Background: an optimization exercise with open tools, aiming at small area, a short achievable clock period and few clock cycles per item. Do not read the settings as production practice.
Only simulation tests tie the RTL to the original design; equivalence was not proved.
Power and IR drop assume default switching activity.

Design sorted_list_insert_delete, start of the top module:
module sorted_list_insert_delete #(
   parameter int CAPACITY = 16
) (
   input  logic        clock,
   input  logic        reset,
   input  logic        req_tvalid,
   output logic        req_tready,
   input  logic [39:0] req_tdata,    
   output logic        rsp_tvalid,
   input  logic        rsp_tready,
   output logic [39:0] rsp_tdata,    
   output logic        rsp_tlast
);
   logic [1:0]  st;
   logic [31:0] ent;
   logic [4:0]  cnt;
   sli_ctrl #(.Capacity(CAPACITY)) u_ctrl (
      .clock, .reset,
      .in_valid(req_tvalid), .in_ready(req_tready),
      .in_action(req_tdata[1:0]), .in_value(req_tdata[33:2]),
      .out_valid(rsp_tvalid), .out_ready(rsp_tready),
      .out_status(st), .out_entry(ent), .out_count(cnt), .out_last(rsp_tlast)
   );
   assign rsp_tdata = {1'b0, cnt, ent, st};
endmodule
For scale: roughly 730 flip-flops, ~43000 um^2 of cells after synthesis.
Settings: LEC_CHECK=0, CAP_MARGIN=20, CORE_MARGIN=2, CORE_UTILIZATION=40, CTS_CLUSTER_DIAMETER=100, CTS_CLUSTER_SIZE=20, SETUP_SLACK_MARGIN=3.5, SLEW_MARGIN=20, TNS_END_PERCENT=30; clock period 6.0 ns.
run.sh (not shown) runs the stock make flow with config.mk's settings and CLKGATE_MAP_FILE= SYNTH_SCRIPT=/design/flow/synth_recipe.tcl, a recipe that flattens the netlist after the stock synthesis.
The first run completed without violations.
Testbench counts at the start, summed over its fixed seeds: cycles 6,685, items 3,200.
Then changed:
Settings changed: CTS_CLUSTER_DIAMETER 100 to unset, CTS_CLUSTER_SIZE 20 to unset.
Area after synthesis does not change.
First-iteration DRC count barely changes.
Design area climbs by 3.6%.
Total power rises by 19%.
Setup slack is worse by 20 ps.

---

Another version of the RTL of sorted_list_insert_delete (not shown whole).
Size in the first run: ~4,900 cells after synthesis, ~770 flip-flops, roughly 45,000 um^2 of cells after synthesis.
export LEC_CHECK = 0
export CAP_MARGIN = 20
export CORE_MARGIN = 2
export CORE_UTILIZATION = 40
export CTS_CLUSTER_DIAMETER = 100
export CTS_CLUSTER_SIZE = 20
export SETUP_SLACK_MARGIN = 3.5
export SLEW_MARGIN = 20
export TNS_END_PERCENT = 30
create_clock -name core_clock -period 6.0 [get_ports {clock}]
The first run completed with no timing, DRC or antenna violations.
Testbench counts at the start, summed over its fixed seeds: cycles 6,685, items 3,200.
Rerun with:
- CTS_CLUSTER_DIAMETER: 100 -> unset
- CTS_CLUSTER_SIZE: 20 -> unset
The changed run ran to the end with no violations.
Clock skew shrinks by 29 ps.
Count of clock-buffer cells in the layout goes up by 80.
Global-route usage goes up by 0.34 points.
Rerun with:
- TNS_END_PERCENT: 30 -> unset
Outcome: Die area is unchanged; clock power grows slightly; setup slack got worse by 88 ps.

---

run P:
Another version of the RTL of sorted_list_insert_delete (not shown whole).
Size: about 4,800 cells after synthesis, ~730 flip-flops, about 87 I/O pins, about 43,000 um2 of cells after synthesis.
clock: 6.0 ns
lec_check: 0
cap_margin: 20
core_margin: 2
core_utilization: 60
setup_slack_margin: 3.5
slew_margin: 20
In summary, run P completed successfully, with a layout that passed the timing, design-rule and antenna checks.
Testbench counts of run P, summed over its fixed seeds: cycles 6,685, items 3,200.
diff inputs: run P => run X
Settings: CORE_UTILIZATION: 60 -> 40.
### Flow results
Between run P and run X, the difference in hold slack is negligible.
Against run P, run X comes in 16 points lower on met2 global-route usage.
Clock skew came out lower on run X than on run P.

---

run 1:
Another version of the RTL of sorted_list_insert_delete (not shown whole).
Size: ~700 flip-flops, roughly 87 I/O pins.
clock: 6.0 ns
lec_check: 0
cap_margin: 20
core_margin: 2
core_utilization: 40
cts_cluster_diameter: 100
cts_cluster_size: 24
setup_slack_margin: 3.5
slew_margin: 20
tns_end_percent: 30
Testbench counts of run 1, summed over its fixed seeds: cycles 6,685, items 3,200.
Changes in run 2 relative to run 1:
Settings: a deleted CTS_CLUSTER_SIZE that had been 24; a deleted CTS_CLUSTER_DIAMETER that had been 100.
==> comparison <==
- Run 1 → run 2: worst path setup slack after routing increased by 42 ps relative to the old numbers; fraction of the cycle the final worst path needs decreased by 0.69 points relative to the old numbers; number of nets in the layout increased by 70 relative to the old numbers; register-to-register slack increased by 40 ps relative to the old numbers; share of the core filled with cells increased by 1.7 points relative to the old numbers.
- Net switching power (run 2 vs. run 1) increases by a little under 10%
- Summary of run 2 over run 1: minimum clock period after layout shrank by 42 ps, global-route wire length before repair has increased, number of inserted filler cells in the final layout went down, power density relative to cell area rose 15%.
- Re total power: run 2 is 19% up on run 1.
The inputs of run 3 differ from those of run 2 as listed below.
Settings: setting CTS_CLUSTER_SIZE to 20 for the first time; setting CTS_CLUSTER_DIAMETER to 100 for the first time.
==> summary.txt <==
- Worst voltage drop across the vdd grid (run 2 / run 3): 0.827
- Reported for run 3 and run 2, y dimension of the die turned out identical to the last digit.
- On global-route track usage on met2: between run 3 and run 2, it ends up lower for run 3.
- Final critical-path share of the clock period: run 3 vs run 2 up 0.42 points
- Re delay of the slowest cell on the worst path: run 3 and run 2 aren't equal, and the higher value belongs to run 2.
- Final cell count in run 3 is 70 lower than in run 2
- Clock skew: run 3 vs run 2 down 8.2 ps
- Run 3 vs run 2 — overall via count from detail_route dropped slightly
- NOTE: met3 track utilization from global routing in run 3 falls short of that of run 2
- Share of layout cells above drive strength 1 in run 3 is 0.65 points lower than in run 2
diff inputs: run 3 => run 4
Settings: removing TNS_END_PERCENT (formerly 30); removing CTS_CLUSTER_SIZE (formerly 20); changing SETUP_SLACK_MARGIN from 3.5 to 3.25; removing CTS_CLUSTER_DIAMETER (formerly 100).
Looking at launching element of the worst setup path, the u_ctrl.ivaln_ff[24] result is from run 3; the u_ctrl.ivaln_ff[13] one comes from run 4. Run 3 was routed with more vias than run 4. On run 4: final critical delay including setup and external delays is 52 ps higher than what run 3 gave. Looking at deepest level of the CTS H-tree, run 4 sits 1 higher than run 3 does. In run 4 the final total power turned out about 18% higher than in run 3. Power spent charging and discharging nets: run 4 worse than run 3. On clock network fraction of total power, the lower figure sits with run 3, not run 4. Wire length went down by a few percent going from run 3 to run 4. Number of CTS-inserted buffers on run 4 is up relative to run 3.

[static timing again, ports no longer ideal]
The results above use ideal ports. As a check the final layouts listed here were re-extracted and re-timed, cells and wires unchanged.
Step 1: set_driving_cell puts a clkbuf_16 on clock and a buf_2 on each other input, an assumption about the parent block.
Step 2, shift: input delay + t, output delay - t, t = (earliest + latest rising clock arrival at the registers) / 2. This alone moves slack from input paths to output paths.
a / b / c = ideal / step 1 / step 2; a / b = the first two.
run	t (ns)	slack for setup (ns)	slew at the worst register clock pin (ns)	worst slew at a driven data input, ns	cell pins on the clock port's net
the first run of note 1	0.686	3.132 / 3.132 / 2.572	0.10 / 0.10	0.07	1
the second run of note 1	0.737	3.112 / 3.112 / 2.510	0.07 / 0.07	0.06	1
the first run of note 2	0.714	3.228 / 3.228 / 2.925	0.10 / 0.10	0.04	1
the second run of note 2	0.729	3.251 / 3.232 / 2.919	0.06 / 0.06	0.04	1
the third run of note 2	0.722	3.162 / 3.162 / 2.926	0.06 / 0.06	0.04	1
run P	0.708	2.909 / 2.909 / 2.909	0.07 / 0.07	0.05	1
run X	0.726	3.105 / 3.105 / 2.922	0.07 / 0.07	0.05	1
run 1	0.700	3.050 / 3.050 / 2.694	0.11 / 0.11	0.09	1
run 2	0.714	3.092 / 3.092 / 2.690	0.07 / 0.07	0.08	1
run 3	0.705	3.066 / 3.066 / 2.728	0.10 / 0.10	0.08	1
run 4	0.720	3.014 / 3.014 / 2.589	0.07 / 0.07	0.05	1
After both steps setup and hold are still met in every run listed. The setup slack of the second run of note 1, which loses most, moves by 0.000 ns with the drivers and by -0.602 ns with both steps.
